From an optimization exercise on the open Yosys and OpenROAD flow, aimed at small area, a short achievable clock period and few clock cycles; shortcuts taken in it are not production practice.
Where RTL was checked, it was by simulation tests only, not by an equivalence proof against the original.
The RTL of runs 7 and 8 was laid out without a check of its function.
Power figures rest on the tool's default switching activity, not on a simulated workload.

<file path="flow/config.mk">
export PLATFORM = sky130hd
export DESIGN_NAME = friet_stream_top
export DESIGN_NICKNAME = friet_stream_top
export VERILOG_FILES = /design/flow/design.v
export SDC_FILE = /design/flow/constraint.sdc
export NUM_CORES = 4
export LEC_CHECK = 0
export CAP_MARGIN = 20
export CORE_MARGIN = 2
export CORE_UTILIZATION = 40
export CTS_BUF_LIST = sky130_fd_sc_hd__clkbuf_4 sky130_fd_sc_hd__clkbuf_8
export SETUP_SLACK_MARGIN = 3.6
export SLEW_MARGIN = 20
</file>
<file path="flow/constraint.sdc">
create_clock -name core_clock -period 6.0 [get_ports {clk}]
set_input_delay 1.2000 -clock core_clock [delete_from_list [all_inputs] [get_ports {clk}]]
set_output_delay 1.2000 -clock core_clock [all_outputs]
set_load 0.01 [all_outputs]
</file>
<file path="flow/design.v">
`default_nettype none
package friet_pkg;
    parameter int block_width = 128;
    parameter int lane_width = 32;
    typedef logic [block_width-1:0] block_t;
    typedef enum logic [3:0] {
        inst_load_key = 4'd1,
        inst_encrypt  = 4'd2,
        inst_decrypt  = 4'd3,
        inst_tag      = 4'd4,
        inst_verify   = 4'd5
    } inst_t;
    typedef enum logic [1:0] {
        core_load    = 2'd0,
        core_encrypt = 2'd1,
        core_decrypt = 2'd2,
        core_squeeze = 2'd3
    } core_oper_t;
    parameter logic [2:0] verdict_fixed_bits = 3'b111;
endpackage
`default_nettype wire
`timescale 1ns/10ps
`default_nettype none
module friet_stream_top #(
    parameter int DIN_DOUT_WIDTH = 32
) (
    input  wire                        clk,
    input  wire                        reg_compare_tag_rst,
    input  wire friet_pkg::inst_t      inst,
    input  wire                        inst_valid,
    output logic                       inst_ready,
    input  wire [DIN_DOUT_WIDTH-1:0]   din,
    input  wire                        din_last,
    input  wire                        din_valid,
    output logic                       din_ready,
    output logic [DIN_DOUT_WIDTH-1:0]  dout,
    output logic                       dout_last,
    output logic                       dout_valid,
    input  wire                        dout_ready
);
    localparam int W = DIN_DOUT_WIDTH;
    localparam int LD = 0;
    localparam int EN = 1;
    localparam int DE = 2;
    localparam int TG = 3;
    localparam int VF = 4;
    logic [W-1:0] lane [0:3];
    logic [3:0] p, p_n;          
    logic [3:0] rsel, rsel_n;    
    logic [1:0] wcnt, wcnt_n;
    logic zero, zero_n;          
    logic [4:0] op, op_n;        
    logic [4:0] pend, pend_n;    
    logic [4:0] dec;
    logic iready, iready_n;
    logic vlast, vlast_n;        
    logic diff;                  
    logic [W-1:0] o0_d, o1_d;
    logic o0_l, o1_l;
    logic o0_v, o0_v_n;
    logic o1_v, o1_v_n;
    logic drdy, drdy_n;          
    logic qstep, qstep_n;        
    logic dmask, dmask_n;        
    logic [W-1:0] rd;
    logic [W-1:0] x;
    logic [W-1:0] res;
    logic res_l;
    logic [W-1:0] wdata;
    logic step;
    logic enq;
    logic deq;
    logic fin;
    logic free;
    logic blk_end;
    logic wr;
    logic inst_hs;
    always_comb begin
        rd = '0;
        for (int i = 0; i < 4; i++) begin
            rd = rd | (lane[i] & {W{rsel[i]}});
        end
    end
    assign x = rd ^ (din & {W{dmask}});
    assign res = x | {{(W-4){1'b0}}, {3{vlast}}, vlast & diff};
    assign res_l = vlast | (op[TG] & (wcnt == 2'd3)) | ((op[EN] | op[DE]) & din_last);
    assign wdata = din ^ (rd & {W{op[EN]}});
    assign inst_ready = iready;
    assign din_ready = drdy;
    assign dout = o0_d;
    assign dout_last = o0_l;
    assign dout_valid = o0_v;
    assign step = qstep | (din_valid & drdy);
    assign enq = step & (op[EN] | op[DE] | op[TG] | vlast);
    assign deq = o0_v & dout_ready;
    assign blk_end = step & (wcnt == 2'd3);
    assign fin = vlast ? step : (op[TG] ? blk_end : (step & ~op[VF] & din_last));
    assign free = ~(|op) | fin;
    assign wr = op[LD] | op[EN] | op[DE];
    assign inst_hs = inst_valid & iready;
    always_comb begin
        dec = '0;
        case (inst)
            friet_pkg::inst_load_key: dec[LD] = 1'b1;
            friet_pkg::inst_encrypt:  dec[EN] = 1'b1;
            friet_pkg::inst_decrypt:  dec[DE] = 1'b1;
            friet_pkg::inst_tag:      dec[TG] = 1'b1;
            friet_pkg::inst_verify:   dec[VF] = 1'b1;
            default:                  dec = '0;
        endcase
    end
    always_comb begin
        op_n = op;
        pend_n = pend;
        if (free) begin
            pend_n = '0;
            if (!iready) op_n = pend;
            else if (inst_hs) op_n = dec;
            else op_n = '0;
        end else if (inst_hs) begin
            pend_n = dec;
        end
        p_n = p;
        wcnt_n = wcnt;
        zero_n = zero;
        vlast_n = vlast;
        if (step && !vlast) begin
            wcnt_n = wcnt + 2'd1;
            if (blk_end && (op[EN] || op[DE])) p_n = {p[1:0], p[3:2]};
            else p_n = {p[2:0], p[3]};
            if (blk_end && wr) zero_n = 1'b0;
            if (blk_end && op[VF]) vlast_n = 1'b1;
        end
        if (step && vlast) vlast_n = 1'b0;
        if (deq) o0_v_n = o1_v | enq;
        else o0_v_n = o0_v | enq;
        o1_v_n = o1_v ? ~deq : (enq & o0_v & ~deq);
        if (reg_compare_tag_rst) begin
            op_n = '0;
            pend_n = '0;
            p_n = 4'b0001;
            wcnt_n = 2'd0;
            zero_n = 1'b1;
            vlast_n = 1'b0;
            o0_v_n = 1'b0;
            o1_v_n = 1'b0;
        end
        iready_n = ~(|pend_n);
        rsel_n = p_n & {4{~(zero_n | vlast_n)}};
        dmask_n = (op_n[EN] | op_n[DE] | op_n[VF]) & ~vlast_n;
        drdy_n = op_n[LD] | (op_n[VF] & ~vlast_n) | ((op_n[EN] | op_n[DE]) & ~o1_v_n);
        qstep_n = (op_n[TG] | vlast_n) & ~o1_v_n;
    end
    always_ff @(posedge clk) begin
        op <= op_n;
        pend <= pend_n;
        iready <= iready_n;
        p <= p_n;
        wcnt <= wcnt_n;
        zero <= zero_n;
        vlast <= vlast_n;
        o0_v <= o0_v_n;
        o1_v <= o1_v_n;
        rsel <= rsel_n;
        dmask <= dmask_n;
        drdy <= drdy_n;
        qstep <= qstep_n;
    end
    always_ff @(posedge clk) begin
        if (step && op[VF] && !vlast) begin
            diff <= ((wcnt != 2'd0) & diff) | (|x);
        end
    end
    always_ff @(posedge clk) begin
        for (int i = 0; i < 4; i++) begin
            if (step && wr && p[i]) lane[i] <= wdata;
        end
    end
    always_ff @(posedge clk) begin
        if (!o0_v || dout_ready) begin
            o0_d <= o1_v ? o1_d : res;
            o0_l <= o1_v ? o1_l : res_l;
        end
        if (!o1_v) begin
            o1_d <= res;
            o1_l <= res_l;
        end
    end
endmodule
`default_nettype wire
</file>
<file path="flow/run.sh">
#!/bin/bash
# synth_recipe.tcl (not shown) runs the flow's synth.tcl, then flattens the netlist and writes it again
# the make line also repeats each setting of config.mk as NAME=value (left out here)
make -C /OpenROAD-flow-scripts/flow DESIGN_CONFIG=/design/flow/config.mk WORK_HOME=/design/flow/orfs CLKGATE_MAP_FILE= SYNTH_SCRIPT=/design/flow/synth_recipe.tcl finish
</file>
==> summary.txt, run 1 <==
Status -> finished clean
EDFF count, synth -> 162
Post-synth cell types -> 45
Fin crit share -> 41.2%
Vias in the first global route -> 6201
Sw Share -> 20.8%
Mean Syn Cell Area -> 12.6 um2
Main flop type after synthesis -> edfxtp_1
Die W -> 154 um
DRT Wirelength -> 21400 um
WP data arrival -> 2.87 ns
Cell Area, Synth -> 8960 um2
Hold_sp -> o1_d[27]
Worst-Skew Late Latency -> 0.52 ns
Peak supply drop -> 0.000140 V
Clock period minus worst slack -> 2.47 ns
DR vias -> 6229
Area Overhead vs Synth -> 24.1%
Detail Route Antenna Nets -> 0
Most Crowded Layer GR -> met2
Skew final -> 0.0210 ns
Num Clock Sinks -> 223
CTS root buf -> clkbuf_8
Initial core utilization -> 40.9%
IO Pins -> 78
Reg clk slew, reported paths -> 0.05 ns
Crit. Startpoint -> din_valid
Final Cell Area -> 11100 um2
Final worst slack -> 3.53 ns
CP Class -> in -> reg
M3 GR Usage -> 3.92%
Max-capacitance violation count -> 0
Fmax -> 0.405 GHz
Most frequent cells in the layout -> edfxtp_1, nand2_1, a22oi_1
PortBufs -> 77
Max-slew violation count -> 0
RSZ-0062 raised after global routing -> true
DRC viols -> 0
Gate Count Post-Synth -> 709
Final HPWL DP -> 12300 um
Crit. End Element -> flip-flop
# rows -> 54
Syn nets -> 753
TritonCTS clock tree -> yes
Die area -> 23600 um2
Via density -> 5.50
Combinational share of power -> 4.3%
P_int -> 0.00251 W
Grt ovf -> 0
GRT Util Overall -> 17.9%
Placed inst area -> 10000 um2
Worst Path Required -> 6.40 ns
CTS H-tree lvls -> 2
WHS -> 0.453 ns
Yosys reg bits -> 223
First-pass DRT Iterations -> 5
R2r startpoint -> dmask
Crit path max fanout -> 7
Pwr/cell area -> 286 nW/um2
Sequential area share after synthesis -> 67.9%
# setup viols final -> 0
Core area -> 21900 um2
Actual slew at the worst max-slew pin -> 1.00 ns
Most common cell after layout, fill and taps aside -> edfxtp_1
Place WS -> 2.66 ns
Die height -> 154 um
Leakage power -> 3.94 nW
Final hold violations -> 0
Met2 Use GR -> 30.3%
Startpoint Class -> input pin
Slew margin rel. -> 33.3%
Largest net degree at the start of global routing -> 62
Setup TNS -> 0 ns
Register share of total power -> 52.9%
CTS buffer count -> 38
Clock share of power -> 42.7%
Nets -> 868
Antenna diodes -> 0
Wire length of the first global-routing pass -> 33300 um
WL per Instance -> 18.9 um
Initial antenna violation count -> 0
First-iteration detailed-routing DRC count -> 426
Bufs on Longest Clock Path -> 3
Ys Warns -> 2
GP Congestion -> 0.798
Min-delay worst type -> reg -> reg
Async SR Flop Fraction -> 0%
Share of cells above drive strength 1 -> 17.8%
Tot Pwr -> 0.00318 W
R2r setup slk -> 3.78 ns
Met1 Usage GRT -> 23.3%
P_sw -> 0.000661 W
[cells in the mapped netlist, types with 2 or more instances]
master | count | share of area [%]
mux2i_1 | 8 | 0.89
buf_2 | 8 | 0.45
nand2b_1 | 4 | 0.28
nor2_1 | 21 | 0.88
o31ai_1 | 28 | 2.3
and2_1 | 6 | 0.42
buf_6 | 2 | 0.25
nand3_1 | 4 | 0.22
a21oi_1 | 42 | 2.3
or2_2 | 2 | 0.14
dfxtp_1 | 61 | 14
buf_1 | 2 | 0.084
inv_1 | 13 | 0.54
o21bai_1 | 3 | 0.25
o221ai_1 | 2 | 0.20
nor4_1 | 4 | 0.28
xnor2_1 | 33 | 3.2
clkbuf_1 | 16 | 0.67
and3_1 | 33 | 2.3
o41ai_1 | 2 | 0.20
a22oi_1 | 68 | 5.7
mux2_2 | 7 | 0.88
o21ai_0 | 5 | 0.28
nand2_1 | 133 | 5.6
o22ai_1 | 15 | 1.0
a211oi_1 | 2 | 0.17
a21o_1 | 3 | 0.25
nor2b_1 | 2 | 0.14
edfxtp_1 | 162 | 54
ha_1 | 2 | 0.28
a31oi_1 | 2 | 0.14
[per-layer routing]
| layer | routed length, um | up-vias |
|---|---|---|
| met5 | 0 | - |
| met4 | 380 | 0 |
| met3 | 1300 | 43 |
| met2 | 10400 | 216 |
| met1 | 9310 | 3056 |
| li1 | - | 2914 |
[final cells by class]
type | instances | area [um2]
inverters | 13 | 48.8
repair buffers | 96 | 930
fillers | 1906 | 10800
clock inverters | 8 | 35.0
multi-input cells | 452 | 2930
clock buffers | 61 | 739
flip-flops and latches | 223 | 6090
well taps | 280 | 350
[stage by stage]
step | utilization, % | instances
2_1_floorplan | - | 709
3_3_place_gp | 45.7 | 1044
3_5_place_dp | 45.7 | 1044
4_1_cts | 50.1 | 1126
5_1_grt | 50.8 | 1133
6_report | 50.8 | 1133
[sequential cells by signal, indices dropped and copies added (netlist names)]
register / cells
diff: 1
dmask: 1
drdy: 1
iready: 1
lane: 128
o0_d: 32
o0_l: 1
o0_v: 1
o1_d: 32
o1_l: 1
o1_v: 1
op: 5
p: 4
pend: 5
qstep: 1
rsel: 4
vlast: 1
wcnt: 2
zero: 1
[power by group through the flow]
stage | combinational (W) | clock [W] | sequential [W]
floorplan | 0.0000601 | 0 | 0.00171
global placement | 0.000127 | 0 | 0.00171
detailed placement | 0.000130 | 0 | 0.00171
CTS | 0.000132 | 0.00139 | 0.00168
global route | 0.000148 | 0.00147 | 0.00168
finish | 0.000138 | 0.00136 | 0.00168
[timing repair]
item	in CTS	in global routing
setup buffers	8	5
endpoints found under the setup margin	186	98
gates resized for setup	71	44
hold buffers	0	0
cloned	5	2
pin swaps	6	12
[worst paths after layout]
kind	endpoint	depth (start not counted)
max reg2reg	diff	5
min	o1_d[27]	2
max	iready	7
min reg2reg	o1_d[27]	2
[cell families (layout without fill, tap and decap cells)]
family	after synthesis	count (layout)	share of synthesized area, %
flops	223	223	67.9
simple gates	216	223	11.0
compound gates	179	179	13.8
buf+inv	41	178	2.00
xor+xnor	33	33	3.23
mux	15	15	1.77
fa+ha+maj	2	2	0.279
[critical path: stages]
cell,delay [ns]
clkdlybuf4s50_1,0.44
a21o_4,0.26
a21oi_2,0.18
o31ai_4,0.09
buf_4,0.16
nand2b_1,0.26
a41o_1,0.26
Testbench counts, summed over its fixed seeds: cycles 15,718.
==> inputs of run 2 (changes only) <==
--- a/flow/config.mk
+++ b/flow/config.mk
@@ -11,3 +11,3 @@
 export CTS_BUF_LIST = sky130_fd_sc_hd__clkbuf_4 sky130_fd_sc_hd__clkbuf_8
-export SETUP_SLACK_MARGIN = 3.6
+export SETUP_SLACK_MARGIN = 4.0
 export SLEW_MARGIN = 20
==> summary.txt, run 2 <==
Clock share of power -> 43.1% (+0.4 points)
Reg clk slew, reported paths -> 0.06 ns (about the same)
Critical Path Max Stage Delay -> 0.37 ns (-0.07 ns)
Top-count cell post-synth -> edfxtp_1
GRT Util Overall -> 19.7% (+1.8 points)
Final HPWL DP -> 12800 um (+4.0%)
Fmax -> 0.446 GHz (+10%)
Biggest regs -> lane x128, o0_d x32, o1_d x32
Wire length of the first global-routing pass -> 36200 um (+8.7%)
Max reg flops -> 128 (unchanged)
CTS H-tree lvls -> 2 (unchanged)
Crit path buffers/inverters -> 1 (-1)
Peak supply drop -> 0.000165 V (+17%)
Placed Instances -> 1042 (-0.19%)
Main flop type after synthesis -> edfxtp_1
Slowest cell on crit path -> edfxtp_1
IO Pins -> 78 (unchanged)
R2r startpoint -> rsel[0]
Async SR Flop Fraction -> 0% (unchanged)
Worst reg-to-reg path cell count -> 6 (+1)
# rows -> 54 (unchanged)
EDFF count, synth -> 162 (unchanged)
First-iteration detailed-routing DRC count -> 482 (+13%)
Crit path max fanout -> 1 (-6)
DR vias -> 6419 (+3.1%)
GP Congestion -> 0.774 (-3.0%)
WP data arrival -> 1.04 ns (-1.83 ns)
Mean Syn Cell Area -> 12.6 um2 (unchanged)
Hold_sp -> o1_d[0]
Via density -> 5.47 (-0.55%)
DRC viols -> 0 (unchanged)
Final worst slack -> 3.76 ns (+0.228 ns)
Core area -> 21900 um2 (unchanged)
Fin crit share -> 37.4% (-3.8 points)
M3 GR Usage -> 3.64% (-0.28 points)
Max-capacitance violation count -> 0 (unchanged)
CP delay by family, top -> flip-flops
Grt ovf -> 0 (unchanged)
Register share of total power -> 52.0% (-0.9 points)
Area fraction of the dominant cell type after synthesis -> 54.3% (unchanged)
P_int -> 0.00254 W (+0.81%)
Commonest cells post-synth -> edfxtp_1, nand2_1, a22oi_1
Max-slew violation count -> 0 (unchanged)
WL per Instance -> 20.6 um (+8.8%)
Num Clock Sinks -> 223 (unchanged)
Die W -> 154 um (unchanged)
Synth Area in Compound Gates -> 13.8% (unchanged)
Most frequent cells in the layout -> edfxtp_1, nand2_1, dfxtp_1
PortBufs -> 77 (unchanged)
XOR/XNOR Fraction of Synth Area -> 3.23% (unchanged)
Post-synth top area cell -> edfxtp_1
Die area -> 23600 um2 (unchanged)
Gate Count Post-Synth -> 709 (unchanged)
Post-synth cell types -> 45 (unchanged)
Bufs on Longest Clock Path -> 3 (unchanged)
Synth Area in Adders -> 0.279% (unchanged)
Status -> finished clean
Syn nets -> 753 (unchanged)
P_sw -> 0.000692 W (+4.6%)
Min-delay worst type -> reg -> reg
Ys Warns -> 2 (unchanged)
Post-synthesis mux area share -> 1.77% (unchanged)
Critical-path cell list -> buf_2
CP Class -> reg -> out
Layout fillers -> 1796 (-5.8%)
Startpoint Class -> flip-flop
Hold path depth -> 1 (-1)
Actual slew at the worst max-slew pin -> 0.749 ns (-0.252 ns)
Largest net degree at the start of global routing -> 62 (unchanged)
R2r setup slk -> 4.00 ns (+0.22 ns)
Area Overhead vs Synth -> 35.0%
Setup TNS -> 0 ns (unchanged)
CTS root buf -> clkbuf_8
Worst-Skew Late Latency -> 0.53 ns (about the same)
Most common cell after layout, fill and taps aside -> edfxtp_1
Finished Layout Cells -> 1174 (+3.6%)
Skew final -> 0.0257 ns (+0.00470 ns)
TritonCTS clock tree -> yes
Met1 Usage GRT -> 25.4% (+2.1 points)
# hold bufs at CTS -> 0 (unchanged)
Leakage power -> 4.40 nW (+12%)
Largest family of logic cells by synthesized area -> compound AO/OA/AOI/OAI gates
Most Crowded Layer GR -> met2
Reg2reg end -> diff
Combinational share of power -> 5.0% (+0.7 points)
RSZ-0062 raised after global routing -> true
Yosys reg bits -> 223 (unchanged)
Clock period minus worst slack -> 2.24 ns (-0.228 ns)
Met2 Use GR -> 33.5% (+3.2 points)
Place WS -> 2.73 ns (+0.0640 ns)
DRT Wirelength -> 24200 um (+13%)
Slew margin rel. -> 50.1% (+17 points)
Crit. End Element -> output pin
Final hold violations -> 0 (unchanged)
Worst Path Required -> 4.80 ns (-1.60 ns)
Hold Path Sink -> o1_d[0]
First-pass DRT Iterations -> 5 (unchanged)
Detail Route Antenna Nets -> 0 (unchanged)
Sw Share -> 21.4% (+0.62 points)
CTS buffer count -> 38 (unchanged)
Vias in the first global route -> 6619 (+6.7%)
# setup viols final -> 0 (unchanged)
Most flop-heavy register -> lane
Initial core utilization -> 40.9% (unchanged)
Pwr/cell area -> 267 nW/um2 (-6.6%)
Nets -> 909 (+4.7%)
Antenna diodes -> 0 (unchanged)
Sequential area share after synthesis -> 67.9% (unchanged)
Die height -> 154 um (unchanged)
Initial antenna violation count -> 0 (unchanged)
Area share of and/or/nand/nor cells after synthesis -> 11.0% (unchanged)
Synth area leaders -> edfxtp_1, dfxtp_1, a22oi_1
Cell Area, Synth -> 8960 um2 (unchanged)
Share of cells above drive strength 1 -> 40.3% (+22 points)
## run 2: cell type report
class / instances / area (um2) / area share (%)
Sequential cell: 223 / 6110 / 50.5
Tap cell: 280 / 350 / 2.89
Timing Repair Buffer: 140 / 1260 / 10.5
Clock buffer: 52 / 653 / 5.40
Clock inverter: 17 / 130 / 1.08
Multi-Input combinational cell: 449 / 3540 / 29.3
Inverter: 13 / 48.8 / 0.403
## run 2: power by group through the flow
stage          clock network, W  registers, W   logic, W
4_1_cts                 0.00142       0.00168   0.000146
6_report                0.00139       0.00168   0.000161
5_1_grt                 0.00149       0.00168   0.000172
2_1_floorplan                 0       0.00171  0.0000620
3_3_place_gp                  0       0.00171   0.000131
3_5_place_dp                  0       0.00171   0.000134
## run 2: through the flow
stage / total power [W] / area, um2 / util (%) / hold WS, ns
final: 0.00323 / 12100 / 55.3 / 0.451
after global placement: 0.00184 / 10000 / 45.9 / 0.437
after global routing: 0.00334 / 12100 / 55.3 / 0.479
after floorplan: 0.00177 / 9010 / - / 0.418
after CTS: 0.00324 / 11600 / 53.2 / 0.457
after detailed placement: 0.00185 / 10000 / 45.9 / 0.439
## run 2: kinds of logic after synthesis
| kind of cell | after synthesis |
|---|---|
| compound gates | 179 |
| buf+inv | 41 |
| simple gates | 216 |
| xor+xnor | 33 |
| mux | 15 |
| flops | 223 |
| fa+ha+maj | 2 |
## run 2: how the worst max path moves through the flow
| stage | from | endpoint | slack, ns | cells after the start |
|---|---|---|---|---|
| 3_5_place_dp | din_valid | lane[1][12] | 2.73 | 4 |
| 3_3_place_gp | din_valid | lane[1][12] | 2.76 | 4 |
| 4_1_cts | o0_d[30] | dout[30] | 3.72 | 1 |
| 6_report | o0_d[28] | dout[28] | 3.76 | 1 |
| 2_1_floorplan | din_valid | drdy | 3.67 | 5 |
| 5_1_grt | o0_d[6] | dout[6] | 3.71 | 1 |
## run 2: routing by layer
| metal | wire length (um) | share of wire, % | vias to the layer above |
|---|---|---|---|
| met3 | 1500 | 6.2 | 44 |
| met2 | 12000 | 50 | 217 |
| li1 | - | - | 3002 |
| met5 | 0 | 0 | - |
| met4 | 564 | 2.3 | 0 |
| met1 | 10100 | 42 | 3156 |
## run 2: repair_timing
action,in CTS,in global routing
endpoints found under the setup margin,252,98
buffers inserted,43,16
cloned,4,0
resized for setup,348,82
pin swaps,27,19
==> inputs of run 3 (changes only) <==
--- a/flow/config.mk
+++ b/flow/config.mk
@@ -10,4 +10,6 @@
 export CORE_UTILIZATION = 40
-export CTS_BUF_LIST = sky130_fd_sc_hd__clkbuf_4 sky130_fd_sc_hd__clkbuf_8
-export SETUP_SLACK_MARGIN = 4.0
+export CTS_BUF_LIST = sky130_fd_sc_hd__clkbuf_8 sky130_fd_sc_hd__clkbuf_16
+export CTS_CLUSTER_DIAMETER = 100
+export CTS_CLUSTER_SIZE = 30
+export SETUP_SLACK_MARGIN = 3.8
 export SLEW_MARGIN = 20
==> summary.txt, run 3 <==
Hold path depth -> 1 (unchanged)
Sw Share -> 20.8% (-0.61 points)
Grt ovf -> 0 (unchanged)
Synth area leaders -> edfxtp_1, dfxtp_1, a22oi_1
Max reg flops -> 128 (unchanged)
Slew margin rel. -> 61.7% (+12 points)
R2r setup slk -> 3.91 ns (-0.09 ns)
Die area -> 23600 um2 (unchanged)
Clock share of power -> 30.6% (-13 points)
Worst Path Required -> 4.80 ns (about the same)
First-iteration detailed-routing DRC count -> 448 (-7.1%)
Crit path max fanout -> 1 (unchanged)
Crit path buffers/inverters -> 1 (unchanged)
Worst reg-to-reg path cell count -> 6 (unchanged)
Hold Path Sink -> o1_d[0]
Reg clk slew, reported paths -> 0.11 ns (+0.05 ns)
Largest net degree at the start of global routing -> 40 (-35%)
Most flop-heavy register -> lane
WP data arrival -> 1.09 ns (+0.05 ns)
CTS root buf -> clkbuf_16
# setup viols final -> 0 (unchanged)
PortBufs -> 77 (unchanged)
Reg2reg end -> diff
Final Cell Area -> 10800 um2 (-10%)
# hold bufs at CTS -> 0 (unchanged)
WL per Instance -> 19.3 um (-6.0%)
TritonCTS clock tree -> yes
Most frequent cells in the layout -> edfxtp_1, nand2_1, a22oi_1
Critical Path Max Stage Delay -> 0.45 ns (+0.08 ns)
Fin crit share -> 38.2% (+0.77 points)
Max-slew violation count -> 0 (unchanged)
CTS H-tree lvls -> 1 (-1)
Clock period minus worst slack -> 2.29 ns (+0.0460 ns)
Async SR Flop Fraction -> 0% (unchanged)
Sequential area share after synthesis -> 67.9% (unchanged)
Num Clock Sinks -> 223 (unchanged)
P_int -> 0.00207 W (-18%)
Initial core utilization -> 40.9% (unchanged)
Register share of total power -> 64.1% (+12 points)
Peak supply drop -> 0.000138 V (-16%)
Die height -> 154 um (unchanged)
DRT Wirelength -> 21400 um (-11%)
Hold_sp -> o1_d[0]
GP Congestion -> 0.777 (+0.34%)
Max-capacitance violation count -> 0 (unchanged)
CP Class -> reg -> out
Setup TNS -> 0 ns (unchanged)
IO Pins -> 78 (unchanged)
Area Overhead vs Synth -> 21.1%
Most common cell after layout, fill and taps aside -> edfxtp_1
Post-synth cell types -> 45 (unchanged)
Critical-path cell list -> buf_2
First-pass DRT Iterations -> 4 (-1)
Crit. End Element -> output pin
Commonest cells post-synth -> edfxtp_1, nand2_1, a22oi_1
Mean Syn Cell Area -> 12.6 um2 (unchanged)
Biggest regs -> lane x128, o0_d x32, o1_d x32
P_sw -> 0.000545 W (-21%)
Yosys reg bits -> 223 (unchanged)
Skew final -> 0.0202 ns (-0.00552 ns)
Area fraction of the dominant cell type after synthesis -> 54.3% (unchanged)
Die W -> 154 um (unchanged)
DRC viols -> 0 (unchanged)
Vias in the first global route -> 6317 (-4.6%)
Ys Warns -> 2 (unchanged)
Fin util -> 49.6% (-5.7 points)
CP delay by family, top -> flip-flops
Wire length of the first global-routing pass -> 34000 um (-6.1%)
Detail Route Antenna Nets -> 0 (unchanged)
Status -> finished clean
# rows -> 54 (unchanged)
Main flop type after synthesis -> edfxtp_1
EDFF count, synth -> 162 (unchanged)
Core area -> 21900 um2 (unchanged)
Post-synth top area cell -> edfxtp_1
Nets -> 867 (-4.6%)
Min-delay worst type -> reg -> reg
Layout fillers -> 1925 (+7.2%)
CTS buffer count -> 11 (-71%)
Gate Count Post-Synth -> 709 (unchanged)
DR vias -> 6071 (-5.4%)
Slowest cell on crit path -> edfxtp_1
Antenna diodes -> 0 (unchanged)
Syn nets -> 753 (unchanged)
Pwr/cell area -> 241 nW/um2 (-9.7%)
Fmax -> 0.437 GHz (-2.0%)
Placed inst area -> 10000 um2 (-0.11%)
Startpoint Class -> flip-flop
Actual slew at the worst max-slew pin -> 0.575 ns (-0.174 ns)
R2r startpoint -> rsel[2]
Cell Area, Synth -> 8960 um2 (unchanged)
Top-count cell post-synth -> edfxtp_1
GRT Util Overall -> 18.1% (-1.6 points)
RSZ-0062 raised after global routing -> true
Leakage power -> 3.90 nW (-12%)
Share of cells above drive strength 1 -> 23.2% (-17 points)
Final HPWL DP -> 12400 um (-3.1%)
Via density -> 5.48 (+0.30%)
Initial antenna violation count -> 0 (unchanged)
Tot Pwr -> 0.00261 W (-19%)
Final hold violations -> 0 (unchanged)
Combinational share of power -> 5.3% (+0.3 points)
Worst-Skew Late Latency -> 0.47 ns (-0.06 ns)
Bufs on Longest Clock Path -> 3 (unchanged)
==> run 3: repair_timing <==
item,4_1_cts,5_1_grt
setup buffers,39,1
endpoints found under the setup margin,230,45
gates resized for setup,264,8
endpoints found under the hold margin,0,0
pin swaps,26,1
gates cloned,6,0
==> run 3: layout make-up <==
type                       instances  area, um2  share of cell area [%]
sequential                       223       6100                    56.2
timing repair buffer             123        937                    8.64
tap                              280        350                    3.23
clock inverter                     6       32.5                   0.300
clock buffer                      11        275                    2.54
inverter                          13       48.8                   0.450
multi-input combinational        451       3100                    28.6
==> run 3: power groups by stage <==
stage          Sequential, W  Combinational, W  Clock, W
2_1_floorplan        0.00171         0.0000610         0
3_3_place_gp         0.00171          0.000130         0
3_5_place_dp         0.00171          0.000133         0
4_1_cts              0.00168          0.000136  0.000823
5_1_grt              0.00168          0.000150  0.000884
6_report             0.00167          0.000139  0.000801
==> run 3: worst max-delay path by stage <==
stage,startpoint,endpoint,slack [ns],cells after the start
after floorplan,din_valid,lane[3][10],3.67,3
after detailed placement,din_valid,lane[2][20],2.69,4
after global routing,o0_d[31],dout[31],3.67,1
after global placement,din_valid,lane[2][12],2.75,4
final,o0_d[31],dout[31],3.71,1
after CTS,o0_d[31],dout[31],3.70,1
==> run 3: cell families after synthesis <==
group                    synth area share (%)
AO/OA/AOI/OAI                            13.8
XOR/XNOR                                 3.23
adder cells (fa/ha/maj)                 0.279
buffers and inverters                    2.00
flip-flops                               67.9
multiplexers                             1.77
AND/OR/NAND/NOR                          11.0
==> run 3: per-layer routing <==
metal / share of wire, % / wire, um / track usage (%) / vias to the layer above
met2: 50 / 10800 / 32.1 / 140
met5: 0 / 0 / 0 / -
met1: 44 / 9350 / 24.0 / 3023
met4: 1.4 / 290 / 3.67 / 0
met3: 4.5 / 968 / 2.51 / 22
li1: - / - / - / 2886
==> run 3: stage by stage <==
step	cells	worst slack [ns]	hold WS [ns]
detailed placement	1044	2.69	0.442
floorplan	709	3.67	0.418
global placement	1044	2.75	0.439
global route	1107	3.67	0.489
CTS	1106	3.70	0.468
finish	1107	3.71	0.462
==> run 3: worst reg2reg max path, cell delays in order, from the launching register on <==
cell     delay (ns)
dfxtp_1        0.31
buf_4          0.27
a22oi_1        0.40
and3_1         0.26
o22ai_2        0.12
nor4_2         0.33
nand4_1        0.13
==> inputs of run 4 (changes only) <==
--- a/flow/config.mk
+++ b/flow/config.mk
@@ -7,2 +7,3 @@
 export LEC_CHECK = 0
+export ABC_AREA = 1
 export CAP_MARGIN = 20
==> summary.txt, run 4 <==
Status -> finished clean
Peak supply drop -> 0.000163 V (+18%)
Reg clk slew, reported paths -> 0.11 ns (about the same)
Max-capacitance violation count -> 0 (unchanged)
CP Class -> reg -> out
Area Overhead vs Synth -> 17.2%
CP delay by family, top -> flip-flops
GRT Util Overall -> 16.3% (-1.8 points)
Worst-Skew Late Latency -> 0.47 ns (about the same)
Bufs on Longest Clock Path -> 3 (unchanged)
Min-delay worst type -> reg -> reg
Num Clock Sinks -> 223 (unchanged)
DR vias -> 6265 (+3.2%)
Vias in the first global route -> 5885 (-6.8%)
Main flop type after synthesis -> edfxtp_1
Top-count cell post-synth -> nand2_1
PortBufs -> 77 (unchanged)
CTS root buf -> clkbuf_16
Register share of total power -> 52.9% (-11 points)
Crit path max fanout -> 1 (unchanged)
Grt ovf -> 0 (unchanged)
RSZ-0062 raised after global routing -> true
Most frequent cells in the layout -> nand2_1, edfxtp_1, nor2_1
Die area -> 24600 um2 (+4.3%)
Fmax -> 0.452 GHz (+3.5%)
Pwr/cell area -> 369 nW/um2 (+53%)
Gate Count Post-Synth -> 941 (+33%)
Slew margin rel. -> 63.4% (+1.7 points)
R2r startpoint -> dmask
First-iteration detailed-routing DRC count -> 352 (-21%)
Worst reg-to-reg path cell count -> 9 (+3)
Via density -> 4.65 (-15%)
Critical Path Max Stage Delay -> 0.40 ns (-0.05 ns)
Most flop-heavy register -> lane
P_sw -> 0.00129 W (+140%)
Sw Share -> 31.8% (+11 points)
Post-synth top area cell -> edfxtp_1
Wire length of the first global-routing pass -> 31200 um (-8.1%)
Placed Instances -> 1311 (+26%)
Hold_sp -> o1_d[7]
Syn nets -> 985 (+31%)
WL per Instance -> 14.8 um (-24%)
Met3 routed WL -> 751 um (-22%)
DR top layer -> met4
DRT Wirelength -> 19900 um (-7.0%)
CTS buffer count -> 11 (unchanged)
IO Pins -> 78 (unchanged)
Final HPWL DP -> 12300 um (-0.24%)
Met2 WL -> 9480 um (-12%)
Crit. End Element -> output pin
Skew final -> 0.0171 ns (-0.00311 ns)
Setup TNS -> 0 ns (unchanged)
Fin util -> 48.1% (-1.4 points)
Reg2reg end -> diff
Core area -> 22800 um2 (+4.1%)
Leakage power -> 4.84 nW (+24%)
TritonCTS clock tree -> yes
Actual slew at the worst max-slew pin -> 0.550 ns (-0.0253 ns)
Clock share of power -> 20.5% (-10 points)
Die W -> 157 um (+2.1%)
Initial core utilization -> 41.1% (+0.13 points)
Mean Syn Cell Area -> 9.94 um2 (-21%)
Area fraction of the dominant cell type after synthesis -> 52.0% (-2.3 points)
Max reg flops -> 128 (unchanged)
Post-synth cell types -> 32 (-29%)
DRC viols -> 0 (unchanged)
Async SR Flop Fraction -> 0% (unchanged)
Ys Warns -> 2 (unchanged)
Combinational share of power -> 26.6% (+21 points)
Most common cell after layout, fill and taps aside -> nand2_1
Slowest cell on crit path -> edfxtp_1
R2r setup slk -> 4.05 ns (+0.14 ns)
Yosys reg bits -> 223 (unchanged)
Crit path buffers/inverters -> 1 (unchanged)
# rows -> 55 (+1.9%)
CTS H-tree lvls -> 1 (unchanged)
WP data arrival -> 1.01 ns (-0.08 ns)
Die height -> 157 um (+2.1%)
Commonest cells post-synth -> nand2_1, edfxtp_1, nor2_1
Finished Layout Cells -> 1347 (+22%)
Sequential area share after synthesis -> 65.1% (-2.8 points)
Worst Path Required -> 4.80 ns (about the same)
Synth area leaders -> edfxtp_1, nand2_1, dfxtp_1
Hold path depth -> 2 (+1)
Final hold violations -> 0 (unchanged)
Critical-path cell list -> buf_2
Max-slew violation count -> 0 (unchanged)
GP Congestion -> 0.843 (+8.5%)
# hold bufs at CTS -> 0 (unchanged)
P_int -> 0.00276 W (+33%)
# setup viols final -> 0 (unchanged)
Largest net degree at the start of global routing -> 42 (+5.0%)
Antenna diodes -> 0 (unchanged)
Initial antenna violation count -> 0 (unchanged)
Clock period minus worst slack -> 2.21 ns (-0.0773 ns)
Hold Path Sink -> o1_d[7]
Startpoint Class -> flip-flop
Nets -> 1074 (+24%)
Fin crit share -> 36.9% (-1.3 points)
Cell Area, Synth -> 9350 um2 (+4.4%)
Biggest regs -> lane x128, o0_d x32, o1_d x32
Share of cells above drive strength 1 -> 14.3% (-8.9 points)
First-pass DRT Iterations -> 5 (+1)
Met1 wire length -> 9450 um (+0.99%)
EDFF count, synth -> 162 (unchanged)
Layout fillers -> 2096 (+8.9%)
Detail Route Antenna Nets -> 0 (unchanged)
[run 4: cell count changes in the layout (fill, tap and decap cells not counted), sizes merged, moves of 28 or more]
cell	change
xnor2	-31
nand2	+211
inv	+49
o31ai	-29
o21ai	+45
xor2	+31
and3	-33
nor2	+94
a22oi	-68
a21oi	-31
nand3	+28
[run 4: cells by family after synthesis]
logic type      count (synthesis)  synth area share [%]
compound gates                 92                  5.57
xor+xnor                       33                  3.09
fa+ha+maj                       2                 0.268
buf+inv                        93                  4.40
flops                         223                  65.1
simple gates                  498                  21.6
[run 4: power groups by stage]
stage | Combinational, W | Clock [W] | Sequential [W]
final | 0.00107 | 0.000830 | 0.00214
after floorplan | 0.000590 | 0 | 0.00222
after global routing | 0.00121 | 0.000900 | 0.00217
after global placement | 0.00105 | 0 | 0.00218
after detailed placement | 0.00106 | 0 | 0.00219
after CTS | 0.00105 | 0.000852 | 0.00214
[run 4: through the flow]
step | hold slack (ns) | instance area, um2 | setup WS (ns) | total power [W]
floorplan | 0.418 | 9430 | 3.65 | 0.00281
global placement | 0.434 | 10500 | 2.70 | 0.00323
detailed placement | 0.441 | 10500 | 2.66 | 0.00325
CTS | 0.471 | 10800 | 3.76 | 0.00404
global route | 0.501 | 11000 | 3.73 | 0.00428
finish | 0.466 | 11000 | 3.79 | 0.00405
[run 4: worst max path at each step]
stage                from     endpoint  cells after the start
3_3_place_gp    din_valid  lane[2][25]                      5
3_5_place_dp    din_valid  lane[2][25]                      5
6_report         o0_d[31]     dout[31]                      1
2_1_floorplan   din_valid   lane[0][0]                      4
4_1_cts           o0_d[3]      dout[3]                      1
5_1_grt        inst_valid         drdy                      9
[run 4: layout make-up]
class | count | area [um2] | share of cell area [%]
sequential | 223 | 6090 | 55.6
multi-input combinational | 629 | 3090 | 28.2
timing repair buffer | 100 | 821 | 7.49
tap | 313 | 392 | 3.57
clock buffer | 12 | 300 | 2.74
inverter | 65 | 245 | 2.24
clock inverter | 5 | 25.0 | 0.228
[run 4: per-layer routing]
layer	vias up	GRT usage, %
met5	-	0
met4	0	3.10
met3	17	1.76
met2	116	27.9
met1	2883	22.7
li1	3249	-
[run 4: what timing repair did]
item	CTS	global route
gates cloned	4	0
setup buffers	9	6
pin swaps	15	8
endpoints found under the setup margin	212	104
gates resized for setup	182	45
==> inputs of run 5 (changes only) <==
--- a/flow/config.mk
+++ b/flow/config.mk
@@ -7,6 +7,5 @@
 export LEC_CHECK = 0
-export ABC_AREA = 1
 export CAP_MARGIN = 20
 export CORE_MARGIN = 2
-export CORE_UTILIZATION = 40
+export CORE_UTILIZATION = 65
 export CTS_BUF_LIST = sky130_fd_sc_hd__clkbuf_8 sky130_fd_sc_hd__clkbuf_16
==> summary.txt, run 5 <==
Status -> finished clean
Syn nets -> 753 (-24%)
TritonCTS clock tree -> yes
Pwr/cell area -> 241 nW/um2 (-35%)
Via density -> 6.49 (+40%)
Largest net degree at the start of global routing -> 52 (+24%)
Actual slew at the worst max-slew pin -> 0.611 ns (+0.0612 ns)
Max reg flops -> 128 (unchanged)
Core area -> 13300 um2 (-41%)
Area Overhead vs Synth -> 22.0%
Num Clock Sinks -> 223 (unchanged)
Startpoint Class -> input pin
# rows -> 42 (-24%)
Area fraction of the dominant cell type after synthesis -> 54.3% (+2.3 points)
Min-delay worst type -> reg -> reg
PortBufs -> 77 (unchanged)
Reg clk slew, reported paths -> 0.12 ns (about the same)
Slew margin rel. -> 59.3% (-4.1 points)
Commonest cells post-synth -> edfxtp_1, nand2_1, a22oi_1
Worst-Skew Late Latency -> 0.46 ns (about the same)
DRT Wirelength -> 23000 um (+16%)
Die height -> 121 um (-23%)
DR vias -> 6505 (+3.8%)
Share of cells above drive strength 1 -> 25.1% (+11 points)
Antenna diodes -> 0 (unchanged)
# hold bufs at CTS -> 0 (unchanged)
Met1 wire length -> 9160 um (-3.1%)
Cell Area, Synth -> 8960 um2 (-4.2%)
Biggest regs -> lane x128, o0_d x32, o1_d x32
Leakage power -> 4.06 nW (-16%)
Finished Layout Cells -> 1002 (-26%)
Synth area leaders -> edfxtp_1, dfxtp_1, a22oi_1
Vias in the first global route -> 6462 (+9.8%)
Critical Path Max Stage Delay -> 0.52 ns (+0.12 ns)
Peak supply drop -> 0.000207 V (+27%)
Max-slew violation count -> 0 (unchanged)
Die area -> 14700 um2 (-40%)
# setup viols final -> 0 (unchanged)
Post-synth top area cell -> edfxtp_1
Post-synth cell types -> 45 (+41%)
Crit. End Element -> flip-flop
Initial core utilization -> 67.1% (+26 points)
Wire length of the first global-routing pass -> 34100 um (+9.2%)
Bufs on Longest Clock Path -> 3 (unchanged)
First-iteration detailed-routing DRC count -> 722 (+110%)
CTS root buf -> clkbuf_16
Crit path max fanout -> 2 (+1)
CTS H-tree lvls -> 1 (unchanged)
EDFF count, synth -> 162 (unchanged)
CP Class -> in -> reg
Yosys reg bits -> 223 (unchanged)
GRT Util Overall -> 30.6% (+14 points)
WL per Instance -> 23.0 um (+55%)
Mean Syn Cell Area -> 12.6 um2 (+27%)
Slowest cell on crit path -> clkdlybuf4s50_1
Nets -> 868 (-19%)
Skew final -> 0.0218 ns (+0.00470 ns)
Initial antenna violation count -> 0 (unchanged)
Setup TNS -> 0 ns (unchanged)
Max-capacitance violation count -> 0 (unchanged)
Final hold violations -> 0 (unchanged)
Fmax -> 0.420 GHz (-7.2%)
Detail Route Antenna Nets -> 0 (unchanged)
Gate Count Post-Synth -> 709 (-25%)
Final HPWL DP -> 12500 um (+1.1%)
DRC viols -> 0 (unchanged)
Ys Warns -> 2 (unchanged)
Sequential area share after synthesis -> 67.9% (+2.8 points)
Grt ovf -> 0 (unchanged)
WP data arrival -> 2.58 ns (+1.57 ns)
GP Congestion -> 0.831 (-1.4%)
Met2 WL -> 11600 um (+23%)
Main flop type after synthesis -> edfxtp_1
Fin crit share -> 39.7% (+2.9 points)
Placed Instances -> 939 (-28%)
RSZ-0062 raised after global routing -> true
Most flop-heavy register -> lane
Clock period minus worst slack -> 2.38 ns (+0.172 ns)
Async SR Flop Fraction -> 0% (unchanged)
Layout fillers -> 722 (-66%)
CTS buffer count -> 11 (unchanged)
Worst Path Required -> 6.19 ns (+1.39 ns)
Top-count cell post-synth -> edfxtp_1
Most common cell after layout, fill and taps aside -> edfxtp_1
Most frequent cells in the layout -> edfxtp_1, nand2_1, a22oi_1
Critical-path cell list -> clkdlybuf4s50_1, nand2_1, a21oi_2, o22ai_2, nor4_4, nand4_1
Met3 routed WL -> 1720 um (+130%)
IO Pins -> 78 (unchanged)
Die W -> 121 um (-23%)
First-pass DRT Iterations -> 5 (unchanged)
DR top layer -> met4
[run 5: cell types whose count changed after synthesis, sizes merged, moves of 13 or more]
| cell | previous run | this run |
|---|---|---|
| o21ai | 50 | 5 |
| xnor2 | 2 | 33 |
| o22ai | 0 | 15 |
| and3 | 0 | 33 |
| a22oi | 0 | 68 |
| nand2 | 344 | 133 |
| nor2 | 112 | 21 |
| o31ai | 0 | 29 |
| a21oi | 12 | 43 |
| inv | 64 | 13 |
| a31oi | 15 | 2 |
| xor2 | 31 | 0 |
| nand3 | 32 | 4 |
[run 5: worst paths after layout]
path,start,end,slack [ns],depth (start not counted)
min reg2reg,zero,zero,0.46,2
min,zero,zero,0.46,2
max,din[16],diff,3.62,6
max reg2reg,rsel[0],diff,3.72,6
[run 5: logic make-up (layout without fill, tap and decap cells)]
group           Yosys count  count (layout)  synth area share [%]
flops                   223             223                  67.9
simple gates            216             220                  11.0
compound gates          179             179                  13.8
buf+inv                  41             154                  2.00
xor+xnor                 33              33                  3.23
mux                      15              15                  1.77
fa+ha+maj                 2               2                 0.279
[run 5: cell type report]
class                   count  area (um2)  share of cell area, %
repair buffers            126        1110                   10.2
clock inverters             4        31.3                  0.286
flip-flops and latches    223        6110                   55.9
clock buffers              11         275                   2.52
multi-input cells         449        3140                   28.7
well taps                 176         220                   2.01
inverters                  13        48.8                  0.446
[run 5: worst max-delay path: cells and delay by family]
kind,cells,cell delay (ns)
AND/OR/NAND/NOR,3,0.49
AO/OA/AOI/OAI,2,0.37
buffers and inverters,1,0.52
[run 5: what timing repair did]
item                       4_1_cts  5_1_grt
pin swaps                       22       11
setup endpoints to repair      228       51
resized for setup              227       59
gates cloned                     5        0
buffers inserted                29       14
[run 5: through the flow]
stage / cell area (um2) / util (%) / setup slack [ns] / hold WS (ns) / power (W)
after CTS: 10600 / 79.6 / 3.61 / 0.455 / 0.00262
after global placement: 9890 / 74.1 / 2.71 / 0.432 / 0.00184
after detailed placement: 9890 / 74.1 / 2.68 / 0.437 / 0.00184
after floorplan: 8990 / - / 3.67 / 0.418 / 0.00177
after global routing: 10900 / 81.9 / 3.62 / 0.488 / 0.00271
final: 10900 / 81.9 / 3.62 / 0.461 / 0.00264
[run 5: per-layer routing]
| metal | up-vias | track usage [%] |
|---|---|---|
| met4 | 0 | 9.20 |
| met2 | 334 | 52.5 |
| met5 | - | 0 |
| li1 | 2893 | - |
| met1 | 3233 | 41.1 |
| met3 | 45 | 4.23 |
[run 5: power breakdown]
| part | switching, W | internal (W) |
|---|---|---|
| combinational | 0.0000823 | 0.0000725 |
| clock | 0.000462 | 0.000345 |
| sequential | 0.0000136 | 0.00166 |
==> inputs of run 6 (changes only) <==
==> flow/flow/run.sh (new file) <==
#!/bin/bash
# The standard layout, with plain buffers (not delay cells) on the ports.
set -euo pipefail
bash standard.sh "BUFFER_PORTS_ARGS=-buffer_cell sky130_fd_sc_hd__buf_1" finish > standard.log 2>&1
==> flow/standard.sh (new file) <==
#!/bin/bash
# synth_recipe.tcl (not shown) runs the flow's synth.tcl, then flattens the netlist and writes it again
# the make line also repeats each setting of config.mk as NAME=value (left out here)
make -C /OpenROAD-flow-scripts/flow DESIGN_CONFIG=/design/flow/config.mk WORK_HOME=/design/flow/orfs CLKGATE_MAP_FILE= SYNTH_SCRIPT=/design/flow/synth_recipe.tcl "${@:-finish}"
--- a/flow/config.mk
+++ b/flow/config.mk
@@ -7,5 +7,6 @@
 export LEC_CHECK = 0
+export ABC_AREA = 1
 export CAP_MARGIN = 20
 export CORE_MARGIN = 2
-export CORE_UTILIZATION = 65
+export CORE_UTILIZATION = 40
 export CTS_BUF_LIST = sky130_fd_sc_hd__clkbuf_8 sky130_fd_sc_hd__clkbuf_16
removed: flow/run.sh
==> summary.txt, run 6 <==
Status -> finished clean
Hold_sp -> zero
CTS buffer count -> 11 (unchanged)
Nets -> 1060 (+22%)
Fmax -> 0.418 GHz (-0.28%)
TritonCTS clock tree -> yes
Pwr/cell area -> 378 nW/um2 (+57%)
Sequential area share after synthesis -> 65.1% (-2.8 points)
Hold Path Sink -> zero
Largest net degree at the start of global routing -> 42 (-19%)
P_sw -> 0.00125 W (+120%)
Slew margin rel. -> 34.6% (-25 points)
WP data arrival -> 2.50 ns (-0.08 ns)
Post-synth cell types -> 32 (-29%)
EDFF count, synth -> 162 (unchanged)
Cell Area, Synth -> 9350 um2 (+4.4%)
Main flop type after synthesis -> edfxtp_1
CP Class -> in -> reg
Via density -> 4.74 (-27%)
Detail Route Antenna Nets -> 0 (unchanged)
Worst-Skew Late Latency -> 0.47 ns (about the same)
First-pass DRT Iterations -> 7 (+2)
Wire length of the first global-routing pass -> 30400 um (-11%)
Crit path top cell by count -> nand2_8
Clock share of power -> 20.7% (-9.9 points)
Antenna diodes -> 0 (unchanged)
Reg2reg end -> lane[1][2]
R2r setup slk -> 3.97 ns (+0.25 ns)
Critical-path cell list -> buf_1, nand2_8, nand2_8, nand2_8, nor2_2
Max-slew violation count -> 0 (unchanged)
GP Congestion -> 0.815 (-2.0%)
Die W -> 157 um (+29%)
Peak supply drop -> 0.000161 V (-22%)
Post-synth top area cell -> edfxtp_1
Max reg flops -> 128 (unchanged)
Area fraction of the dominant cell type after synthesis -> 52.0% (-2.3 points)
Sw Share -> 31.9% (+11 points)
Reg clk slew, reported paths -> 0.11 ns (about the same)
Top-count cell post-synth -> nand2_1
Grt ovf -> 0 (unchanged)
Initial core utilization -> 41.1% (-26 points)
Slowest cell on crit path -> nor2_2
Setup TNS -> 0 ns (unchanged)
Synth area leaders -> edfxtp_1, nand2_1, dfxtp_1
Combinational share of power -> 24.7% (+19 points)
Skew final -> 0.0104 ns (-0.0114 ns)
Die height -> 157 um (+29%)
Actual slew at the worst max-slew pin -> 0.980 ns (+0.369 ns)
Register share of total power -> 54.6% (-8.9 points)
DR vias -> 6320 (-2.8%)
Fin crit share -> 39.8% (+0.11 points)
Critical Path Max Stage Delay -> 0.79 ns (+0.27 ns)
Clock period minus worst slack -> 2.39 ns (+0.00679 ns)
PortBufs -> 77 (unchanged)
Leakage power -> 4.46 nW (+9.9%)
Final HPWL DP -> 12300 um (-0.98%)
Area Overhead vs Synth -> 11.3%
Max-capacitance violation count -> 0 (unchanged)
Gate Count Post-Synth -> 941 (+33%)
RSZ-0062 raised after global routing -> true
Yosys reg bits -> 223 (unchanged)
Num Clock Sinks -> 223 (unchanged)
Crit. End Element -> flip-flop
GRT Util Overall -> 15.8% (-15 points)
Startpoint Class -> input pin
Final hold violations -> 0 (unchanged)
# rows -> 55 (+31%)
Crit path max fanout -> 16 (+14)
Ys Warns -> 2 (unchanged)
Initial antenna violation count -> 0 (unchanged)
# setup viols final -> 0 (unchanged)
WL per Instance -> 14.7 um (-36%)
DRC viols -> 0 (unchanged)
Most frequent cells in the layout -> nand2_1, edfxtp_1, nor2_1
Bufs on Longest Clock Path -> 3 (unchanged)
DRT Wirelength -> 19700 um (-15%)
Biggest regs -> lane x128, o0_d x32, o1_d x32
# hold bufs at CTS -> 0 (unchanged)
Commonest cells post-synth -> nand2_1, edfxtp_1, nor2_1
Share of cells above drive strength 1 -> 10.0% (-15 points)
Most common cell after layout, fill and taps aside -> nand2_1
First-iteration detailed-routing DRC count -> 367 (-49%)
CTS root buf -> clkbuf_16
Min-delay worst type -> reg -> reg
Most flop-heavy register -> lane
Mean Syn Cell Area -> 9.94 um2 (-21%)
CTS H-tree lvls -> 1 (unchanged)
R2r startpoint -> op[1]
Core area -> 22800 um2 (+71%)
Worst reg-to-reg path cell count -> 4 (-2)
Hold path depth -> 2 (unchanged)
IO Pins -> 78 (unchanged)
P_int -> 0.00268 W (+29%)
Syn nets -> 985 (+31%)
Die area -> 24600 um2 (+67%)
WHS -> 0.468 ns (+0.00728 ns)
Async SR Flop Fraction -> 0% (unchanged)
Worst Path Required -> 6.11 ns (-0.08 ns)
Vias in the first global route -> 5863 (-9.3%)
-- run 6: per-layer routing --
metal  wire, um  vias to the layer above  GRT usage (%)
met5          0                        -              0
met4        346                        0           3.84
met3        731                       27           2.53
met2       9330                      112           27.3
met1       9250                     2954           20.8
li1           -                     3227              -
-- run 6: worst max-delay path: cells and delay by family --
family	cells	cell delay, ns
buf+inv	1	0.19
simple gates	4	1.09
-- run 6: cell families after synthesis --
group | count (synthesis) | share of synthesized area [%]
adders and majority gates | 2 | 0.268
and+or+nand+nor | 498 | 21.6
DFF | 223 | 65.1
buffers and inverters | 93 | 4.40
xor gates and xnor gates | 33 | 3.09
AOI/OAI and AO/OA | 92 | 5.57
-- run 6: per-stage QoR --
| stage | instances | util [%] | setup slack [ns] | total power, W | area (um2) |
|---|---|---|---|---|---|
| CTS | 1330 | 45.4 | 3.57 | 0.00393 | 10300 |
| global placement | 1311 | 43.9 | 3.08 | 0.00310 | 10000 |
| detailed placement | 1311 | 43.9 | 3.04 | 0.00311 | 10000 |
| global route | 1333 | 45.7 | 3.53 | 0.00417 | 10400 |
| finish | 1333 | 45.7 | 3.61 | 0.00393 | 10400 |
| floorplan | 941 | - | 3.65 | 0.00281 | 9430 |
-- run 6: what timing repair did --
item	CTS	global route
cloned	1	2
setup endpoints to repair	146	152
buffers inserted	1	1
gates resized for setup	11	31
pin swaps	2	2
-- run 6: worst max path at each step --
stage	from	end	cells after the start
floorplan	din_valid	lane[0][0]	4
global placement	din_valid	lane[2][25]	5
detailed placement	din_valid	lane[2][25]	5
CTS	din_valid	lane[1][15]	5
global route	din_valid	lane[1][4]	5
finish	din_valid	lane[1][2]	5
-- run 6: power groups by stage --
stage	sequential (W)	clock (W)	combinational, W
6_report	0.00215	0.000813	0.000972
5_1_grt	0.00218	0.000887	0.00110
4_1_cts	0.00215	0.000834	0.000948
3_5_place_dp	0.00219	0	0.000923
3_3_place_gp	0.00218	0	0.000918
2_1_floorplan	0.00222	0	0.000590
-- run 6: area by class of cell --
class	count	area, um2
well taps	313	392
flip-flops and latches	223	6100
inverters	65	248
fillers	2149	12400
clock buffers	11	275
clock inverters	6	35.0
repair buffers	87	405
multi-input cells	628	2960
==> inputs of run 7 (changes only) <==
--- a/flow/design.v
+++ b/flow/design.v
@@ -64,2 +64,3 @@
     logic dmask, dmask_n;        
+    logic [3:0] wep, wep_n;      
     logic [W-1:0] rd;
@@ -86,3 +87,3 @@
     assign res_l = vlast | (op[TG] & (wcnt == 2'd3)) | ((op[EN] | op[DE]) & din_last);
-    assign wdata = din ^ (rd & {W{op[EN]}});
+    assign wdata = op[EN] ? x : din;
     assign inst_ready = iready;
@@ -152,2 +153,3 @@
         qstep_n = (op_n[TG] | vlast_n) & ~o1_v_n;
+        wep_n = p_n & {4{drdy_n & (op_n[LD] | op_n[EN] | op_n[DE])}};
     end
@@ -167,2 +169,3 @@
         qstep <= qstep_n;
+        wep <= wep_n;
     end
@@ -175,3 +178,3 @@
         for (int i = 0; i < 4; i++) begin
-            if (step && wr && p[i]) lane[i] <= wdata;
+            if (din_valid && wep[i]) lane[i] <= wdata;
         end
==> summary.txt, run 7 <==
DR vias -> 6001 (-5.0%)
Initial core utilization -> 40.5% (-0.61 points)
Met2 Use GR -> 28.8% (+1.5 points)
CP Class -> reg -> out
Die W -> 155 um (-1.3%)
# rows -> 55 (unchanged)
GP Congestion -> 0.849 (+4.2%)
# setup viols final -> 0 (unchanged)
DRT Wirelength -> 20200 um (+2.6%)
Max reg flops -> 128 (unchanged)
Main flop type after synthesis -> edfxtp_1
EDFF count, synth -> 162 (unchanged)
Max-capacitance violation count -> 0 (unchanged)
Mean Syn Cell Area -> 10.6 um2 (+6.4%)
Tot Pwr -> 0.00398 W (+1.2%)
Worst reg-to-reg path cell count -> 8 (+4)
RSZ-0062 raised after global routing -> true
Top-count cell post-synth -> nand2_1
Grt ovf -> 0 (unchanged)
Reg2reg end -> diff
Most Crowded Layer GR -> met2
Largest net degree at the start of global routing -> 63 (+50%)
Most frequent cells in the layout -> nand2_1, edfxtp_1, o21ai_0
Final hold violations -> 0 (unchanged)
WP data arrival -> 1.06 ns (-1.44 ns)
Slowest cell on crit path -> edfxtp_1
Area fraction of the dominant cell type after synthesis -> 53.4% (+1.4 points)
Crit. End Element -> output pin
Die height -> 155 um (-1.3%)
Most common cell after layout, fill and taps aside -> nand2_1
Skew final -> 0.0138 ns (+0.00343 ns)
Initial antenna violation count -> 0 (unchanged)
Post-synthesis mux area share -> 0% (unchanged)
Ys Warns -> 2 (unchanged)
Hold path depth -> 2 (unchanged)
Yosys reg bits -> 227 (+1.8%)
Max-slew violation count -> 0 (unchanged)
Final worst slack -> 3.74 ns (+0.126 ns)
Slew margin rel. -> 44.4% (+9.8 points)
Area Overhead vs Synth -> 11.0%
CP delay by family, top -> flip-flops
Synth Area in Compound Gates -> 8.87% (+3.3 points)
Min-delay worst type -> reg -> reg
Post-synth cell types -> 35 (+9.4%)
CTS root buf -> clkbuf_16
Commonest cells post-synth -> nand2_1, edfxtp_1, o21ai_0
Die area -> 24000 um2 (-2.6%)
Vias in the first global route -> 5736 (-2.2%)
IO Pins -> 78 (unchanged)
WL per Instance -> 16.5 um (+12%)
Status -> finished clean
Via density -> 4.92 (+3.7%)
GRT Util Overall -> 17.0% (+1.2 points)
Pwr/cell area -> 394 nW/um2 (+4.3%)
Hold Path Sink -> zero
Actual slew at the worst max-slew pin -> 0.830 ns (-0.149 ns)
Nets -> 975 (-8.0%)
Crit path buffers/inverters -> 1 (unchanged)
First-iteration detailed-routing DRC count -> 387 (+5.4%)
Critical Path Max Stage Delay -> 0.44 ns (-0.35 ns)
DRC viols -> 0 (unchanged)
XOR/XNOR Fraction of Synth Area -> 1.54% (-1.6 points)
Crit path max fanout -> 1 (-15)
Async SR Flop Fraction -> 0% (unchanged)
Critical-path cell list -> buf_6
Leakage power -> 4.01 nW (-10%)
First-pass DRT Iterations -> 5 (-2)
Largest family of logic cells by synthesized area -> simple AND/OR/NAND/NOR gates
Detail Route Antenna Nets -> 0 (unchanged)
Final HPWL DP -> 12300 um (-0.14%)
Place WS -> 3.25 ns (+0.214 ns)
CTS H-tree lvls -> 1 (unchanged)
Num Clock Sinks -> 227 (+1.8%)
Biggest regs -> lane x128, o0_d x32, o1_d x32
Post-synth top area cell -> edfxtp_1
Setup TNS -> 0 ns (unchanged)
Startpoint Class -> flip-flop
Clock period minus worst slack -> 2.26 ns (-0.126 ns)
Layout fillers -> 2119 (-1.4%)
Synth Area in Adders -> 0.275% (+0.0074 points)
Hold_sp -> zero
# hold bufs at CTS -> 0 (unchanged)
TritonCTS clock tree -> yes
Cell Area, Synth -> 9100 um2 (-2.7%)
Fin crit share -> 37.7% (-2.1 points)
R2r setup slk -> 3.87 ns (-0.10 ns)
Reg clk slew, reported paths -> 0.11 ns (about the same)
Worst Path Required -> 4.80 ns (-1.31 ns)
Met1 Usage GRT -> 22.6% (+1.8 points)
R2r startpoint -> rsel[3]
Fmax -> 0.442 GHz (+5.6%)
Share of cells above drive strength 1 -> 8.88% (-1.1 points)
Bufs on Longest Clock Path -> 3 (unchanged)
Worst-Skew Late Latency -> 0.47 ns (about the same)
Sequential area share after synthesis -> 67.7% (+2.7 points)
M3 GR Usage -> 2.14% (-0.39 points)
CTS buffer count -> 11 (unchanged)
Most flop-heavy register -> lane
Core area -> 22500 um2 (-1.2%)
Synth area leaders -> edfxtp_1, dfxtp_1, nand2_1
Peak supply drop -> 0.000198 V (+23%)
Antenna diodes -> 0 (unchanged)
Area share of and/or/nand/nor cells after synthesis -> 16.8% (-4.8 points)
Wire length of the first global-routing pass -> 31300 um (+3.2%)
PortBufs -> 77 (unchanged)
Gate Count Post-Synth -> 861 (-8.5%)
WHS -> 0.467 ns (-0.000716 ns)
Syn nets -> 905 (-8.1%)
-- run 7: changes by cell type in the layout (fill, tap and decap cells not counted), sizes merged, moves of 15 or more --
| cell | delta |
|---|---|
| a22o | +29 |
| nand2 | -73 |
| nor2 | -58 |
| o21ai | +41 |
| o21bai | -15 |
| xor2 | -17 |
-- run 7: repair_timing --
| item | 4_1_cts | 5_1_grt |
|---|---|---|
| pin swaps | 0 | 2 |
| resized for setup | 16 | 33 |
| cloned | 4 | 0 |
| setup buffers | 1 | 1 |
| endpoints found under the setup margin | 150 | 41 |
-- run 7: cell families after synthesis --
family,count (synthesis)
compound gates,136
xor+xnor,16
fa+ha+maj,2
buf+inv,109
flops,227
simple gates,371
-- run 7: power breakdown --
part / switching, W / total, W / internal (W) / leakage (nW)
clock: 0.000470 / 0.000816 / 0.000345 / 0.169
sequential: 0.000136 / 0.00222 / 0.00208 / 2.08
combinational: 0.000677 / 0.000948 / 0.000271 / 1.76
total: 0.00128 / 0.00398 / 0.00270 / 4.01
-- run 7: final cells by class --
class | instances | area (um2) | area share, %
multi-input combinational | 525 | 2520 | 24.9
tap | 285 | 357 | 3.53
timing repair inverter | 4 | 30.0 | 0.297
sequential | 227 | 6190 | 61.3
timing repair buffer | 81 | 375 | 3.71
clock inverter | 6 | 35.0 | 0.347
clock buffer | 11 | 275 | 2.72
inverter | 81 | 322 | 3.18
-- run 7: metal layers --
layer | vias to the layer above | wire [um]
li1 | 3019 | -
met1 | 2797 | 8830
met2 | 156 | 9570
met3 | 29 | 1070
met4 | 0 | 697
met5 | - | 0
-- run 7: stage by stage --
| step | area [um2] | cells | util [%] |
|---|---|---|---|
| 2_1_floorplan | 9120 | 861 | - |
| 3_3_place_gp | 9660 | 1197 | 42.9 |
| 3_5_place_dp | 9660 | 1197 | 42.9 |
| 4_1_cts | 10000 | 1219 | 44.6 |
| 5_1_grt | 10100 | 1220 | 44.9 |
| 6_report | 10100 | 1220 | 44.9 |
-- run 7: worst max path at each step --
stage	from	to	slack (ns)	cells after the start
floorplan	din[3]	diff	3.80	8
global placement	din_valid	lane[3][14]	3.26	3
detailed placement	din_valid	lane[2][12]	3.25	3
CTS	o0_d[24]	dout[24]	3.72	1
global route	din[30]	diff	3.70	9
finish	o0_d[24]	dout[24]	3.74	1
==> inputs of run 8 (changes only) <==
--- a/flow/config.mk
+++ b/flow/config.mk
@@ -12,4 +12,4 @@
 export CTS_BUF_LIST = sky130_fd_sc_hd__clkbuf_8 sky130_fd_sc_hd__clkbuf_16
-export CTS_CLUSTER_DIAMETER = 100
-export CTS_CLUSTER_SIZE = 30
+export CTS_CLUSTER_DIAMETER = 60
+export CTS_CLUSTER_SIZE = 20
 export SETUP_SLACK_MARGIN = 3.8
==> summary.txt, run 8 <==
Post-synthesis mux area share -> 0% (unchanged)
Peak supply drop -> 0.000223 V (+12%)
Nets -> 984 (+0.92%)
WL per Instance -> 16.8 um (+1.4%)
Die height -> 155 um (unchanged)
Detail Route Antenna Nets -> 0 (unchanged)
Synth area leaders -> edfxtp_1, dfxtp_1, nand2_1
Top-count cell post-synth -> nand2_1
Die W -> 155 um (unchanged)
Area Overhead vs Synth -> 14.7%
Combinational share of power -> 21.6% (-2.2 points)
Die area -> 24000 um2 (unchanged)
Clock share of power -> 28.1% (+7.6 points)
Most frequent cells in the layout -> nand2_1, edfxtp_1, o21ai_0
Slew margin rel. -> 44.7% (+0.29 points)
RSZ-0062 raised after global routing -> true
Post-synth cell types -> 35 (unchanged)
Status -> finished clean
Grt ovf -> 0 (unchanged)
Cell Area, Synth -> 9100 um2 (unchanged)
Synth Area in Compound Gates -> 8.87% (unchanged)
Syn nets -> 905 (unchanged)
Hold path depth -> 2 (unchanged)
Bufs on Longest Clock Path -> 3 (unchanged)
Reg2reg end -> diff
Skew final -> 0.0147 ns (+0.000859 ns)
R2r setup slk -> 3.84 ns (-0.03 ns)
IO Pins -> 78 (unchanged)
Setup TNS -> 0 ns (unchanged)
# setup viols final -> 0 (unchanged)
Largest net degree at the start of global routing -> 63 (unchanged)
Max-slew violation count -> 0 (unchanged)
Num Clock Sinks -> 227 (unchanged)
Sequential area share after synthesis -> 67.7% (unchanged)
P_int -> 0.00299 W (+11%)
Ys Warns -> 2 (unchanged)
DRC viols -> 0 (unchanged)
XOR/XNOR Fraction of Synth Area -> 1.54% (unchanged)
Via density -> 4.96 (+0.83%)
Most flop-heavy register -> lane
Share of cells above drive strength 1 -> 10.5% (+1.6 points)
Mean Syn Cell Area -> 10.6 um2 (unchanged)
Core area -> 22500 um2 (unchanged)
Crit path buffers/inverters -> 1 (unchanged)
Final HPWL DP -> 12300 um (unchanged)
CP Class -> reg -> out
Main flop type after synthesis -> edfxtp_1
Worst-Skew Late Latency -> 0.50 ns (+0.03 ns)
DR vias -> 6135 (+2.2%)
Biggest regs -> lane x128, o0_d x32, o1_d x32
Layout fillers -> 2082 (-1.7%)
Area fraction of the dominant cell type after synthesis -> 53.4% (unchanged)
Vias in the first global route -> 5812 (+1.3%)
GRT Util Overall -> 17.3% (+0.38 points)
Fmax -> 0.440 GHz (-0.43%)
Antenna diodes -> 0 (unchanged)
P_sw -> 0.00142 W (+11%)
Tot Pwr -> 0.00442 W (+11%)
WP data arrival -> 1.07 ns (about the same)
First-pass DRT Iterations -> 7 (+2)
Min-delay worst type -> reg -> reg
Worst reg-to-reg path cell count -> 8 (unchanged)
Crit path max fanout -> 1 (unchanged)
Hold_sp -> zero
Most common cell after layout, fill and taps aside -> nand2_1
Gate Count Post-Synth -> 861 (unchanged)
Initial core utilization -> 40.5% (unchanged)
Critical-path cell list -> buf_6
CP delay by family, top -> flip-flops
CTS buffer count -> 19 (+8)
Wire length of the first global-routing pass -> 32000 um (+2.2%)
-- run 8: cell families (layout without fill, tap and decap cells) --
kind of cell | Yosys count | count (layout)
simple gates | 371 | 371
flops | 227 | 227
compound gates | 136 | 136
buf+inv | 109 | 200
xor+xnor | 16 | 16
fa+ha+maj | 2 | 2
-- run 8: worst max-delay path by stage --
stage / startpoint / end / cells after the start
3_3_place_gp: din_valid / lane[3][14] / 3
2_1_floorplan: din[3] / diff / 8
6_report: o0_d[24] / dout[24] / 1
3_5_place_dp: din_valid / lane[2][12] / 3
5_1_grt: o0_d[2] / dout[2] / 1
4_1_cts: o0_d[24] / dout[24] / 1
-- run 8: timing repair --
item	in CTS	in global routing
gates cloned	4	0
pin swaps	0	2
setup endpoints to repair	144	42
resized for setup	19	30
buffers inserted	1	2
-- run 8: power by group through the flow --
stage	Sequential (W)	Clock, W	Combinational, W
after floorplan	0.00224	0	0.000589
after global placement	0.00225	0	0.000909
after detailed placement	0.00226	0	0.000914
after CTS	0.00222	0.00127	0.000946
after global routing	0.00225	0.00132	0.00108
final	0.00222	0.00124	0.000956
-- run 8: cell type report --
type / instances / area [um2] / area share (%)
timing repair inverter: 4 / 30.0 / 0.288
inverter: 81 / 322 / 3.08
sequential: 227 / 6190 / 59.3
clock inverter: 13 / 125 / 1.20
timing repair buffer: 82 / 397 / 3.80
clock buffer: 20 / 500 / 4.79
tap: 285 / 357 / 3.42
multi-input combinational: 525 / 2520 / 24.1
-- run 8: tightest hold or removal path, cell delays in order (launching register included) --
cell     delay, ns
dfxtp_1       0.31
a21oi_1       0.07
inv_1         0.05
-- run 8: per-layer routing --
metal | GRT usage (%) | vias to the layer above | routed length, um | part of all wire, %
li1 | - | 3047 | - | -
met1 | 23.0 | 2890 | 9040 | 44
met2 | 29.5 | 165 | 9980 | 48
met3 | 2.81 | 33 | 1140 | 5.5
met4 | 5.03 | 0 | 560 | 2.7
met5 | 0 | - | 0 | 0
-- run 8: per-stage QoR --
| step | hold slack (ns) | utilization (%) | cells | cell area (um2) | setup WS [ns] |
|---|---|---|---|---|---|
| final | 0.459 | 46.4 | 1237 | 10400 | 3.73 |
| after global routing | 0.492 | 46.4 | 1237 | 10400 | 3.69 |
| after CTS | 0.456 | 46.0 | 1235 | 10400 | 3.71 |
| after detailed placement | 0.437 | 42.9 | 1197 | 9660 | 3.25 |
| after global placement | 0.434 | 42.9 | 1197 | 9660 | 3.26 |
| after floorplan | 0.415 | - | 861 | 9120 | 3.80 |

Setup slack of run 8, layout unchanged: 3.726 ns with ideal ports, 3.681 ns with driving cells assumed (clock clkbuf_16, inputs buf_2), 3.313 ns with port delays also shifted by the 0.536 ns mid clock arrival.
